This is an optimization exercise on Yosys and OpenROAD, whose aim is small area, not a production implementation.
Function was checked by simulation only, so behaviour that the tests miss may differ from the original.
Power figures rest on the tool's default switching activity, not on a simulated workload.

File: flow/constraint.sdc
create_clock -name core_clock -period 8.0 [get_ports {clk}]
set_input_delay 1.6000 -clock core_clock [delete_from_list [all_inputs] [get_ports {clk}]]
set_output_delay 1.6000 -clock core_clock [all_outputs]
set_load 0.01 [all_outputs]
File: flow/run.sh
#!/bin/bash
# synth_recipe.tcl (not shown) runs the flow's synth.tcl, then flattens the netlist and writes it again
# the make line also repeats each setting of config.mk as NAME=value (left out here)
make -C /OpenROAD-flow-scripts/flow DESIGN_CONFIG=/design/flow/config.mk WORK_HOME=/design/flow/orfs CLKGATE_MAP_FILE= SYNTH_SCRIPT=/design/flow/synth_recipe.tcl finish
File: flow/design.v
package regfile_pkg;
  typedef enum logic {
    ST_INIT = 1'b0,
    ST_RUN  = 1'b1
  } state_e;
  localparam int unsigned MIPS_DW = 32;
  localparam int unsigned MIPS_AW = 5;
endpackage
module regfile_rd_mux #(
  parameter int unsigned DW = regfile_pkg::MIPS_DW,
  parameter int unsigned AW = regfile_pkg::MIPS_AW
) (
  input  logic                        run,
  input  logic [AW-1:0]               ra,
  input  logic [((2**AW)-1)*DW-1:0]   mem_flat,
  input  logic [(2**AW)-1:1]          busy,
  input  logic                        we0,
  input  logic [AW-1:0]               wa0,
  input  logic [DW-1:0]               wd0,
  input  logic                        we1,
  input  logic [AW-1:0]               wa1,
  input  logic [DW-1:0]               wd1,
  output logic [DW-1:0]               rd,
  output logic                        rbusy
);
  localparam int unsigned DEPTH = 2**AW;
  localparam int unsigned NSRC  = DEPTH + 1;       
  localparam int unsigned NGRP  = NSRC / 3;
  logic nz, b0, b1;
  logic [NSRC-1:0]    sel;
  logic [NSRC*DW-1:0] src;
  logic [DW-1:0]      grp_n [NGRP];
  always_comb begin
    nz  = run & (ra != '0);
    b1  = we1 & (wa1 == ra);
    b0  = we0 & (wa0 == ra);
    sel[0] = nz & b1;
    sel[1] = nz & b0 & ~b1;
    rbusy  = 1'b0;
    for (int r = 1; r < DEPTH; r++) begin
      sel[r+1] = run & ~b0 & ~b1 & (ra == AW'(r));
      rbusy    = rbusy | (run & (ra == AW'(r)) & busy[r]);
    end
  end
  assign src = {mem_flat, wd0, wd1};
  for (genvar g = 0; g < NGRP; g++) begin : g_grp
    regfile_aoi222 #(.DW(DW)) u_aoi (
      .s0 (sel[3*g]),   .d0 (src[(3*g)*DW +: DW]),
      .s1 (sel[3*g+1]), .d1 (src[(3*g+1)*DW +: DW]),
      .s2 (sel[3*g+2]), .d2 (src[(3*g+2)*DW +: DW]),
      .y  (grp_n[g])
    );
  end
  always_comb begin
    rd = '0;
    for (int g = 0; g < NGRP; g++) rd = rd | ~grp_n[g];
  end
endmodule
module regfile_aoi222 #(
  parameter int unsigned DW = regfile_pkg::MIPS_DW
) (
  input  logic          s0,
  input  logic [DW-1:0] d0,
  input  logic          s1,
  input  logic [DW-1:0] d1,
  input  logic          s2,
  input  logic [DW-1:0] d2,
  output logic [DW-1:0] y
);
  assign y = ~(({DW{s0}} & d0) | ({DW{s1}} & d1) | ({DW{s2}} & d2));
endmodule
module regfile_mp #(
  parameter int unsigned DW       = regfile_pkg::MIPS_DW,
  parameter int unsigned AW       = regfile_pkg::MIPS_AW,
  parameter int unsigned NUM_RD   = 2,
  parameter int unsigned ZERO_REG = 1,
  parameter int unsigned BYPASS   = 1
) (
  input  logic                 clk,
  input  logic                 reset,
  input  logic [NUM_RD*AW-1:0] ra,
  output logic [NUM_RD*DW-1:0] rd,
  output logic [NUM_RD-1:0]    rbusy,
  input  logic                 we0,
  input  logic [AW-1:0]        wa0,
  input  logic [DW-1:0]        wd0,
  input  logic                 we1,
  input  logic [AW-1:0]        wa1,
  input  logic [DW-1:0]        wd1,
  input  logic                 bset,
  input  logic [AW-1:0]        bset_a,
  output logic                 init_done
);
  localparam int unsigned DEPTH = 2**AW;
  logic               run_q;       
  logic [AW-1:0]      cnt_q;
  logic [DW-1:0]      mem_n [1:DEPTH-1];   
  logic [DW-1:0]      mem_v [1:DEPTH-1];   
  logic [DW-1:0]      mem_d [1:DEPTH-1];
  logic [DEPTH-1:1]   busy_q;
  logic               active;
  logic [DEPTH-1:1]   hit0, hit1, sel0, sel1, hold;
  logic [DEPTH-1:1]   bhit;
  logic [(DEPTH-1)*DW-1:0] mem_flat;
  assign init_done = run_q;
  assign active    = run_q & reset;
  always_ff @(posedge clk) begin
    if (!reset) begin
      run_q <= 1'b0;
      cnt_q <= '0;
    end else if (!run_q) begin
      cnt_q <= cnt_q + 1'b1;
      if (&cnt_q) run_q <= 1'b1;
    end
  end
  always_comb begin
    for (int r = 1; r < DEPTH; r++) begin
      hit0[r] = we0 & (wa0 == AW'(r));
      hit1[r] = we1 & (wa1 == AW'(r));
      bhit[r] = bset & (bset_a == AW'(r));
      sel1[r] = active & hit1[r];
      sel0[r] = active & hit0[r] & ~hit1[r];
      hold[r] = active & ~hit0[r] & ~hit1[r];
    end
  end
  for (genvar r = 1; r < DEPTH; r++) begin : g_w
    assign mem_v[r] = ~mem_n[r];
    regfile_aoi222 #(.DW(DW)) u_wr (
      .s0 (sel1[r]), .d0 (wd1),
      .s1 (sel0[r]), .d1 (wd0),
      .s2 (hold[r]), .d2 (mem_v[r]),
      .y  (mem_d[r])
    );
  end
  always_ff @(posedge clk) begin
    for (int r = 1; r < DEPTH; r++) begin
      mem_n[r]  <= mem_d[r];
      busy_q[r] <= active & (bhit[r] | (busy_q[r] & ~hit0[r] & ~hit1[r]));
    end
  end
  for (genvar j = 1; j < DEPTH; j++) begin : g_flat
    assign mem_flat[(j-1)*DW +: DW] = mem_v[j];
  end
  for (genvar k = 0; k < NUM_RD; k++) begin : g_rd
    regfile_rd_mux #(
      .DW (DW),
      .AW (AW)
    ) u_rd_mux (
      .run      (run_q),
      .ra       (ra[k*AW +: AW]),
      .mem_flat (mem_flat),
      .busy     (busy_q),
      .we0      (we0),
      .wa0      (wa0),
      .wd0      (wd0),
      .we1      (we1),
      .wa1      (wa1),
      .wd1      (wd1),
      .rd       (rd[k*DW +: DW]),
      .rbusy    (rbusy[k])
    );
  end
endmodule
File: flow/config.mk
export PLATFORM = sky130hd
export DESIGN_NAME = regfile_mp
export DESIGN_NICKNAME = regfile_mp
export VERILOG_FILES = /design/flow/design.v
export SDC_FILE = /design/flow/constraint.sdc
export NUM_CORES = 4
export LEC_CHECK = 0
export CAP_MARGIN = 20
export CELL_PAD_IN_SITES_DETAIL_PLACEMENT = 1
export CELL_PAD_IN_SITES_GLOBAL_PLACEMENT = 2
export CORE_MARGIN = 2
export CORE_UTILIZATION = 35
export PLACE_DENSITY = 0.55
export SLEW_MARGIN = 20
export SYNTH_HIERARCHICAL = 1
==> results of run 1 <==
## power groups by stage
| stage | sequential [mW] | clock [mW] | combinational (mW) |
|---|---|---|---|
| 2_1_floorplan | 5.24 | 0 | 0.0892 |
| 3_3_place_gp | 5.24 | 0 | 0.479 |
| 3_5_place_dp | 5.24 | 0 | 0.478 |
| 4_1_cts | 5.13 | 5.89 | 0.478 |
| 5_1_grt | 5.12 | 6.08 | 0.507 |
| 6_report | 5.13 | 5.84 | 0.501 |
## layout by cell type (no fill, tap or decap), types with 19 or more instances in the layout
master           Yosys  final
a222oi_1          1696   1696
dfxtp_1           1029   1029
inv_1             1002   1001
buf_4               10    300
nand4_1            199    199
clkdlybuf4s50_1      0    157
clkbuf_16            0    124
nor2_1             163     85
nor2_4               0     78
nor3_2               0     44
o21ai_0             42     42
clkbuf_8             0     35
buf_12               0     35
nand2_1             31     30
nand3_1             30     30
clkbuf_1            20     27
o2bb2ai_1           20     20
nand4b_1            19     19
## final timing paths
| check | startpoint | end | slack (ns) |
|---|---|---|---|
| worst max-delay path | wa0[3] | rd[63] | 0.16 |
| worst min-delay path | busy_q[10]$_DFF_P_ | busy_q[10]$_DFF_P_ | 0.49 |
| worst max register to register | run_q$_SDFF_PN0_ | mem_n[21][15]$_DFF_P_ | 4.46 |
| worst min register to register | busy_q[10]$_DFF_P_ | busy_q[10]$_DFF_P_ | 0.49 |
## final cells by class
class                      count  area [um^2]  area share [%]
timing repair buffer         495         4540            7.78
multi-input combinational   2451        23000            39.4
tap                         1903         2380            4.08
sequential                  1029        20600            35.3
clock inverter                33          400           0.686
clock buffer                 186         3690            6.32
antenna                        8         20.0          0.0343
inverter                    1002         3760            6.44
## sequential cells by signal, indices dropped and copies added, names as in the netlist
signal,flops
run_q,1
cnt_q,5
busy_q,31
mem_n,992
## cell families after synthesis
kind of cell / count (synthesis) / share of synthesized area [%]
buffers and inverters: 1535 / 16.6
adders and majority gates: 2 / 0.0493
DFF: 1029 / 40.6
and+or+nand+nor: 585 / 6.80
xor gates and xnor gates: 23 / 0.397
muxes: 14 / 0.325
AOI/OAI and AO/OA: 1827 / 35.3
## per-stage QoR
step / power, mW / cell area, um^2
floorplan: 5.33 / 50800
detailed placement: 5.72 / 54300
finish: 11.5 / 58400
global placement: 5.72 / 54300
global route: 11.7 / 58300
CTS: 11.5 / 58300
## routing by layer
| metal | global-route usage (%) | vias to the layer above | share of wire, % |
|---|---|---|---|
| met4 | 22.4 | 12 | 6.0 |
| met2 | 62.2 | 4622 | 42 |
| met3 | 12.8 | 988 | 14 |
| li1 | - | 21500 | - |
| met1 | 53.6 | 28200 | 38 |
| met5 | 0.227 | - | 0.036 |
## worst max-delay path, cell delays in order
cell and delay [ns]:
clkdlybuf4s50_1 0.73, xor2_1 0.18, nor4_4 0.32, nand3_4 0.22, nand4_4 0.36, nor2_4 0.19, buf_4 0.23, a222oi_1 0.47
nand4_1 0.27, nor2_1 0.57, nand4_1 0.45, clkdlybuf4s50_1 0.61
==> impl_metrics.json, run 1 <==
{
  "synth.most_common_cell": "a222oi_1",
  "finClkSkew_ns": 0.0196,
  "startpoint_type": "input pin",
  "drtIter0Drc": 15400,
  "hold_violations": 0,
  "grt-ovfl-total": 0,
  "grt_pass1_vias": 53200,
  "worst_pin_slew_ns": 1.39,
  "async_flop_share_pct": 0,
  "die_area_um2": 148000,
  "synth_common_cells": "a222oi_1 (1696), dfxtp_1 (1029), inv_1 (1002), buf_6 (319), nand4_1 (199)",
  "final_util_pct": 40.6,
  "cts_tree": "yes",
  "ant_nets": 0,
  "num_io_pins": 161,
  "clock_latency_ns": 0.76,
  "grt_usage_pct": 41.7,
  "synth.distinct_cells": 65,
  "cts_root_buf": "clkbuf_16",
  "viasPerCell": 7.79,
  "layout-drive-gt1-share_pct": 13.8,
  "fillers": 15800,
  "holdWs_ns": 0.487,
  "grt_pass1_wl_um": 438000,
  "status": "complete, no violations",
  "pwr_density_cell_nw_per_um2": 196,
  "combPwrFrac_pct": 4.4,
  "antenna_found_initial": 17,
  "synth_enable_flop_cells": 0,
  "ctsHoldBuffers": 0,
  "pwr-share-seq_pct": 44.7,
  "area_delta_synth_final_pct": 15.0,
  "p_sw_mw": 2.84,
  "fmaxAchievable_ghz": 0.128,
  "min_period_ns": 7.84,
  "fin_ws_ns": 0.158,
  "cellInternalPower_mw": 8.63,
  "rsz0062_at_grt": "no",
  "p_leak_nw": 26.5,
  "cp-end-kind": "output port",
  "cts.clk_slew.worst_paths_ns": 0.06,
  "crit_fanout": 12,
  "die_h_um": 385,
  "cts_max_level": 3,
  "syn-cell-area_um2": 50800,
  "finalMaxSlewViolations": 0,
  "dpl_worst_slack_ns": 0.264,
  "r2r_cells": 6,
  "p_clk_share_pct": 50.9,
  "die_x_um": 385,
  "tns_ns": 0,
  "hold_class": "reg2reg",
  "finalCritPeriodShare_pct": 98.0,
  "synth_flop_cell": "dfxtp_1",
  "yosys_warnings": 14,
  "cts.repair.resized": 0,
  "numClockSinks": 1029,
  "vias": 55300,
  "crit_arrival_ns": 6.24,
  "dr.pass1.iters": 17,
  "core_um2": 144000,
  "max_slew_margin_pct": 6.57,
  "clockBufferDepth": 3,
  "syn_nets": 5111,
  "cts_made_buffers": 121,
  "dpl.hpwl_um": 197000,
  "num_rows": 139,
  "grt_max_degree": 34,
  "wl_per_cell_um": 45.3,
  "synth_cells": 5015,
  "place.gp.congestion": 0.903,
  "ys_seq_area_share_pct": 40.6,
  "fin_nets": 5196,
  "io_buffers": 160,
  "path_class": "in2out",
  "drv_cap": 0,
  "synth_area_leader_cell": "dfxtp_1",
  "cp.required_ns": 6.40,
  "cts_setup_buffers": 0,
  "synth.top_cell.area_share_pct": 40.6,
  "final_cells": 7107,
  "setup_violations": 0,
  "syn_area_per_cell_um2": 10.1,
  "wl_um": 322000,
  "synth.area.top_cells": "dfxtp_1 (41%), a222oi_1 (33%), inv_1 (7.4%), buf_6 (7.1%), nand4_1 (2.5%)",
  "peakVddDrop_mv": 0.164,
  "switching_share_pct": 24.8,
  "hold_depth": 2,
  "placed_cells": 6880,
  "drc": 0,
  "start_util_pct": 35.3,
  "synth-seq-cells": 1029
}
==> run 2, diff against run 1 <==
==> flow/flow/run.sh (new file) <==
#!/bin/bash
# Standard ORFS layout (the standard.sh, unchanged synthesis, floorplan,
# power grid and tap cells), with two placement/CTS options changed through
# ORFS's own variables:
#  - port buffers use the smallest buffer cell instead of the default pick;
#  - clock tree synthesis without dummy loads, with larger sink clusters.
# Each step's full log stays in orfs/logs/; make's own output goes to make.log.
set -euo pipefail
export BUFFER_PORTS_ARGS="-buffer_cell sky130_fd_sc_hd__buf_1"
export CTS_ARGS="-sink_clustering_enable -repair_clock_nets -dont_use_dummy_load -sink_clustering_size 24 -sink_clustering_max_diameter 60 -buf_list sky130_fd_sc_hd__clkbuf_8"
bash standard.sh finish > make.log 2>&1
==> flow/standard.sh (new file) <==
#!/bin/bash
# synth_recipe.tcl (not shown) runs the flow's synth.tcl, then flattens the netlist and writes it again
# the make line also repeats each setting of config.mk as NAME=value (left out here)
make -C /OpenROAD-flow-scripts/flow DESIGN_CONFIG=/design/flow/config.mk WORK_HOME=/design/flow/orfs CLKGATE_MAP_FILE= SYNTH_SCRIPT=/design/flow/synth_recipe.tcl "${@:-finish}"
==> flow/config.mk (replaced) <==
export PLATFORM = sky130hd
export DESIGN_NAME = regfile_mp
export DESIGN_NICKNAME = regfile_mp
export VERILOG_FILES = /design/flow/design.v
export SDC_FILE = /design/flow/constraint.sdc
export NUM_CORES = 4
export LEC_CHECK = 0
export CAP_MARGIN = 0
export CELL_PAD_IN_SITES_DETAIL_PLACEMENT = 1
export CELL_PAD_IN_SITES_GLOBAL_PLACEMENT = 2
export CORE_MARGIN = 2
export CORE_UTILIZATION = 30
export PLACE_DENSITY = 0.45
export SLEW_MARGIN = 0
export SYNTH_HIERARCHICAL = 1
removed: flow/run.sh
==> run 2 against run 1 <==
Against the previous run: still clean; clock-buffer cell count down 50; hold slack worse by 0.0029 ns; sequential power about the same; cell area down 5.7%; clock skew up 0.051 ns; routed wire length up 6.1%; final cell count up 2.5%; worst setup slack better by 0.35 ns; core utilization down 7.8 points; sequential cell count unchanged; sequential share of layout area up 2.2 points.
==> impl_metrics.json, run 2 <==
{
  "status": "complete, no violations",
  "clockBufferDepth": 3,
  "synth_area_leader_cell": "dfxtp_1",
  "die_x_um": 415,
  "grt_usage_pct": 37.8,
  "grt-ovfl-total": 0,
  "cts.clk_slew.worst_paths_ns": 0.08,
  "crit_start": "wa1[3]",
  "vias": 54600,
  "syn-cell-area_um2": 50800,
  "crit_arrival_ns": 5.89,
  "setup_violations": 0,
  "synth_cells": 5015,
  "layout-drive-gt1-share_pct": 13.4,
  "cts_root_buf": "clkbuf_8",
  "synth_common_cells": "a222oi_1 (1696), dfxtp_1 (1029), inv_1 (1002), buf_6 (319), nand4_1 (199)",
  "min_period_ns": 7.49,
  "cts.repair.resized": 0,
  "largest_reg_flops": 992,
  "drtIter0Drc": 16000,
  "fin_nets": 5168,
  "fillers": 18800,
  "start_util_pct": 30.3,
  "num_io_pins": 161,
  "synth.area.top_cells": "dfxtp_1 (41%), a222oi_1 (33%), inv_1 (7.4%), buf_6 (7.1%), nand4_1 (2.5%)",
  "hold_class": "reg2reg",
  "top_register": "mem_n",
  "peakVddDrop_mv": 0.194,
  "hp-start": "busy_q[11]$_DFF_P_",
  "worstReg2RegStart": "run_q$_SDFF_PN0_",
  "ant_nets": 0,
  "final_cell_mix": "a222oi_1 (1696), dfxtp_1 (1029), inv_1 (1001)",
  "drv_cap": 0,
  "path_class": "in2out",
  "p_leak_nw": 25.0,
  "fmaxAchievable_ghz": 0.134,
  "place.gp.congestion": 0.883,
  "wl_um": 342000,
  "synth-seq-cells": 1029,
  "finalMaxSlewViolations": 0,
  "core_um2": 168000,
  "wl_per_cell_um": 46.9,
  "syn_nets": 5111,
  "final_util_pct": 32.8,
  "io_buffers": 160,
  "viasPerCell": 7.49,
  "die_h_um": 415,
  "num_rows": 150,
  "synth.distinct_cells": 65,
  "r2r_cells": 6,
  "synth.most_common_cell": "a222oi_1",
  "drc": 0,
  "pwr_density_cell_nw_per_um2": 168,
  "rsz0062_at_grt": "no",
  "die_area_um2": 172000,
  "final_common_cell": "a222oi_1",
  "grt_pass1_vias": 51900,
  "synth_flop_cell": "dfxtp_1",
  "cts_max_level": 4,
  "holdWs_ns": 0.484,
  "cp-end-kind": "output port",
  "synth_enable_flop_cells": 0,
  "cts_made_buffers": 136,
  "ys_seq_area_share_pct": 40.6,
  "tns_ns": 0,
  "ctsHoldBuffers": 0,
  "startpoint_type": "input pin",
  "grt_pass1_wl_um": 458000,
  "cts_setup_buffers": 0,
  "numClockSinks": 1029,
  "max_slew_margin_pct": 1.44,
  "clock_latency_ns": 0.97,
  "synth.top_cell.area_share_pct": 40.6,
  "dr.pass1.iters": 14,
  "syn_area_per_cell_um2": 10.1,
  "worst_pin_slew_ns": 1.48,
  "dpl.hpwl_um": 214000,
  "hold_depth": 2,
  "largestRegisters": "mem_n x992, busy_q x31, cnt_q x5",
  "grt_max_degree": 34,
  "finalCritPeriodShare_pct": 93.6,
  "yosys_warnings": 14,
  "hold_violations": 0,
  "area_delta_synth_final_pct": 8.39,
  "finClkSkew_ns": 0.0706,
  "cts_tree": "yes",
  "antenna_found_initial": 23,
  "async_flop_share_pct": 0,
  "crit_fanout": 19,
  "cp.required_ns": 6.40
}
[run 2: layer usage]
layer	part of all wire, %	vias to the layer above	track usage, %
met4	5.5	12	19.1
met1	40	28500	50.0
li1	-	21400	-
met2	43	4003	56.5
met3	12	748	9.80
met5	0.038	-	0
[run 2: cell type report]
cell class	instances	area, um^2	share of cell area, %
sequential	1029	20600	37.4
timing repair buffer	452	3010	5.47
tap	2204	2760	5.01
inverter	1002	3760	6.84
clock buffer	136	1870	3.40
multi-input combinational	2451	23000	41.8
antenna	13	32.5	0.0591
[run 2: cell families (layout without fill, tap and decap cells)]
kind of cell	after synthesis	after routing	share of synthesized area (%)
compound gates	1827	1827	35.3
buf+inv	1535	1590	16.6
flops	1029	1029	40.6
simple gates	585	585	6.80
xor+xnor	23	23	0.397
mux	14	14	0.325
fa+ha+maj	2	2	0.0493
other cells	0	13	0
[run 2: report_power, final]
group	internal, mW	total [mW]	switching, mW
sequential	5.12	5.12	0.00109
combinational	0.0754	0.483	0.408
clock	1.51	3.65	2.15
[run 2: stage by stage]
stage / setup slack [ns] / instance area (um^2) / cells / total power, mW
final: 0.512 / 55000 / 7287 / 9.26
after global placement: 0.877 / 53100 / 7138 / 5.71
after detailed placement: 0.850 / 53100 / 7138 / 5.70
after floorplan: 2.88 / 50800 / 5015 / 5.33
after global routing: 0.507 / 55000 / 7278 / 9.52
after CTS: 0.848 / 55000 / 7274 / 9.31
[run 2: final timing paths]
| kind | endpoint | slack [ns] |
|---|---|---|
| max | rd[50] | 0.51 |
| min | busy_q[11]$_DFF_P_ | 0.48 |
| max reg2reg | mem_n[23][17]$_DFF_P_ | 3.30 |
| min reg2reg | busy_q[11]$_DFF_P_ | 0.48 |
[run 2: critical path, cell delays in order]
cell	delay, ns
buf_1	0.58
xor2_1	0.21
nor4_4	0.30
nand3_4	0.23
nand4_2	0.31
nor2_4	0.20
buf_4	0.30
a222oi_1	0.59
nand4_1	0.63
nor2_1	0.52
nand4_1	0.18
buf_1	0.18
==> run 3, diff against run 2 <==
==> flow/config.mk (replaced) <==
export PLATFORM = sky130hd
export DESIGN_NAME = regfile_mp
export DESIGN_NICKNAME = regfile_mp
export VERILOG_FILES = /design/flow/design.v
export SDC_FILE = /design/flow/constraint.sdc
export NUM_CORES = 4
export LEC_CHECK = 0
export CAP_MARGIN = 5
export CELL_PAD_IN_SITES_DETAIL_PLACEMENT = 0
export CELL_PAD_IN_SITES_GLOBAL_PLACEMENT = 1
export CORE_MARGIN = 2
export CORE_UTILIZATION = 30
export PLACE_DENSITY = 0.5
export SLEW_MARGIN = 5
export SYNTH_HIERARCHICAL = 1
==> run 3 against run 2 <==
Against the previous run: still clean on timing, DRC and antenna; first-iteration DRC count rose by 17%; synthesized cell count stayed put; critical path depth unchanged; via count is 0.68% lower; sequential power about the same; critical endpoint is now rd[36]; highest routed layer unchanged.
==> impl_metrics.json, run 3 <==
{
  "status": "complete, no violations",
  "pwr_density_cell_nw_per_um2": 162,
  "syn-cell-area_um2": 50800,
  "syn_nets": 5111,
  "numClockSinks": 1029,
  "synth_enable_flop_cells": 0,
  "finClkSkew_ns": 0.0997,
  "cts_setup_buffers": 0,
  "fillers": 17400,
  "viasPerCell": 7.49,
  "yosys_warnings": 14,
  "finalMaxSlewViolations": 0,
  "synth_cells": 5015,
  "grt_pass1_vias": 50500,
  "hold_class": "reg2reg",
  "cpPeakStageDelay_ns": 0.68,
  "final_cell_mix": "a222oi_1 (1696), dfxtp_1 (1029), inv_1 (1001)",
  "fmaxAchievable_ghz": 0.135,
  "dpl.hpwl_um": 190000,
  "ant_nets": 0,
  "wl_per_cell_um": 43.7,
  "antenna_found_initial": 14,
  "p_leak_nw": 24.7,
  "cp.required_ns": 6.40,
  "start_util_pct": 30.3,
  "cts_root_buf": "clkbuf_8",
  "synth.area.top_cells": "dfxtp_1 (41%), a222oi_1 (33%), inv_1 (7.4%), buf_6 (7.1%), nand4_1 (2.5%)",
  "vias": 54200,
  "cts_made_buffers": 114,
  "synth_area_leader_cell": "dfxtp_1",
  "layout-drive-gt1-share_pct": 12.5,
  "max_slew_margin_pct": 8.07,
  "core_um2": 168000,
  "clockBufferDepth": 3,
  "ctsHoldBuffers": 0,
  "drv_cap": 0,
  "place.gp.congestion": 0.915,
  "crit_chain": "buf_1 -> xor2_1 -> nor4_4 -> nand3_4 -> nand4_4 -> nor2_4 -> buf_4 -> a222oi_1 -> nand4_1 -> nor2_1 -> nand4_1 -> buf_1",
  "num_io_pins": 161,
  "cts.clk_slew.worst_paths_ns": 0.04,
  "grt-ovfl-total": 0,
  "clock_latency_ns": 0.94,
  "cpMaxStageDelayCell": "buf_1",
  "top_register": "mem_n",
  "fin_nets": 5128,
  "synth.most_common_cell": "a222oi_1",
  "crit_fanout": 22,
  "synth_common_cells": "a222oi_1 (1696), dfxtp_1 (1029), inv_1 (1002), buf_6 (319), nand4_1 (199)",
  "grt_max_degree": 34,
  "min_period_ns": 7.38,
  "cts_tree": "yes",
  "cts.repair.resized": 0,
  "synth-xor-area-share_pct": 0.397,
  "peakVddDrop_mv": 0.115,
  "num_rows": 150,
  "tns_ns": 0,
  "wl_um": 316000,
  "synth-seq-cells": 1029,
  "largest_reg_flops": 992,
  "grt_pass1_wl_um": 427000,
  "synthAdderAreaFrac_pct": 0.0493,
  "synth_simple_gate_area_share_pct": 6.80,
  "synth_compound_area_share_pct": 35.3,
  "synthMuxAreaShare_pct": 0.325,
  "drtIter0Drc": 18700,
  "hold_violations": 0,
  "crit_arrival_ns": 5.78,
  "crit_buf_inv": 3,
  "syn_area_per_cell_um2": 10.1,
  "critical-path-top-delay-family": "simple AND/OR/NAND/NOR gates",
  "synth.top_cell.area_share_pct": 40.6,
  "placed_area_um2": 52900,
  "io_buffers": 160,
  "synth.distinct_cells": 65,
  "async_flop_share_pct": 0,
  "synth_top_family_by_area": "compound AO/OA/AOI/OAI gates",
  "placed_cells": 7120,
  "worst_pin_slew_ns": 1.37,
  "startpoint_type": "input pin",
  "die_area_um2": 172000,
  "finalCritPeriodShare_pct": 92.3,
  "path_class": "in2out",
  "die_h_um": 415,
  "ys_seq_area_share_pct": 40.6,
  "setup_violations": 0,
  "cp-end-kind": "output port",
  "synth_flop_cell": "dfxtp_1",
  "rsz0062_at_grt": "no",
  "drc": 0,
  "area_delta_synth_final_pct": 7.34,
  "final_util_pct": 32.5,
  "cts_max_level": 3,
  "final_common_cell": "a222oi_1",
  "die_x_um": 415,
  "final_area_um2": 54500,
  "final_cells": 7238,
  "largestRegisters": "mem_n x992, busy_q x31, cnt_q x5",
  "grt_usage_pct": 34.7,
  "dr.pass1.iters": 17
}
-- run 3: path summary, 6_finish.rpt --
| check | end | slack (ns) | cells after the start | start |
|---|---|---|---|---|
| setup / recovery | rd[36] | 0.62 | 12 | wa1[4] |
| hold / removal | busy_q[3]$_DFF_P_ | 0.49 | 1 | busy_q[3]$_DFF_P_ |
| setup reg to reg | mem_n[25][30]$_DFF_P_ | 4.30 | 7 | run_q$_SDFF_PN0_ |
| hold reg to reg | busy_q[3]$_DFF_P_ | 0.49 | 1 | busy_q[3]$_DFF_P_ |
-- run 3: kinds of logic (layout without fill, tap and decap cells) --
logic type | after synthesis | after routing
compound gates | 1827 | 1827
buf+inv | 1535 | 1550
simple gates | 585 | 585
other cells | 0 | 4
fa+ha+maj | 2 | 2
flops | 1029 | 1029
mux | 14 | 14
xor+xnor | 23 | 23
-- run 3: through the flow --
stage               power, mW  hold WS, ns  setup WS, ns
floorplan                5.33        0.438          2.88
global placement         5.68        0.462         0.895
detailed placement       5.68        0.478         0.755
CTS                      8.87        0.489         0.744
global route             9.05        0.499         0.491
finish                   8.83        0.490         0.616
-- run 3: area by class of cell --
cell class | count | area, um^2 | area share (%)
diodes | 4 | 10.0 | 0.0184
clock buffers | 114 | 1570 | 2.88
repair buffers | 434 | 2820 | 5.17
inverters | 1002 | 3760 | 6.90
multi-input cells | 2451 | 23000 | 42.2
well taps | 2204 | 2760 | 5.06
flip-flops and latches | 1029 | 20600 | 37.8
-- run 3: where the power goes --
part	total [mW]	internal, mW	switching (mW)
clock network	3.25	1.25	2.00
registers	5.12	5.12	0.00106
logic	0.462	0.0705	0.392
total	8.83	6.44	2.39
-- run 3: metal layers --
layer  part of all wire, %  routed length (um)  track usage (%)  up-vias
li1                      -                   -                -    21200
met1                    39              123000             46.1    27300
met2                    42              133000             51.6     4762
met3                    13               42400             8.72      905
met4                   5.9               18500             17.8        4
met5                0.0073                  23                0        -

what the ideal ports hide:
The flow's constraints put no driver on any port. The routed layouts listed below were extracted and timed again, unchanged, in two steps. Step 1 (the two cells are an assumption about what drives the block):
set clk [get_ports {clk}]
set_driving_cell -lib_cell sky130_fd_sc_hd__clkbuf_16 $clk
set_driving_cell -lib_cell sky130_fd_sc_hd__buf_2 [delete_from_list [all_inputs] $clk]
Step 2 times the ports against the registers' clock, not the clock port: input delays grow and output delays shrink by t, the midpoint of the rising clock arrivals with the driver on. Slacks: ideal ports / drivers / drivers and shift; pairs: ideal ports / drivers.
run	t (ns)	setup slack, ns	hold slack, ns	cell pins on the clock port's net
run 1	0.840	0.158 / 0.133 / 0.133	0.487 / 0.487 / 0.487	1
run 2	1.014	0.512 / 0.478 / 0.478	0.484 / 0.484 / 0.484	1
run 3	0.945	0.616 / 0.577 / 0.577	0.490 / 0.490 / 0.490	1
After both steps every run listed still meets setup and hold. For run 3, which loses most, drivers alone change the setup slack by -0.039 ns; drivers and shift together by -0.039 ns.
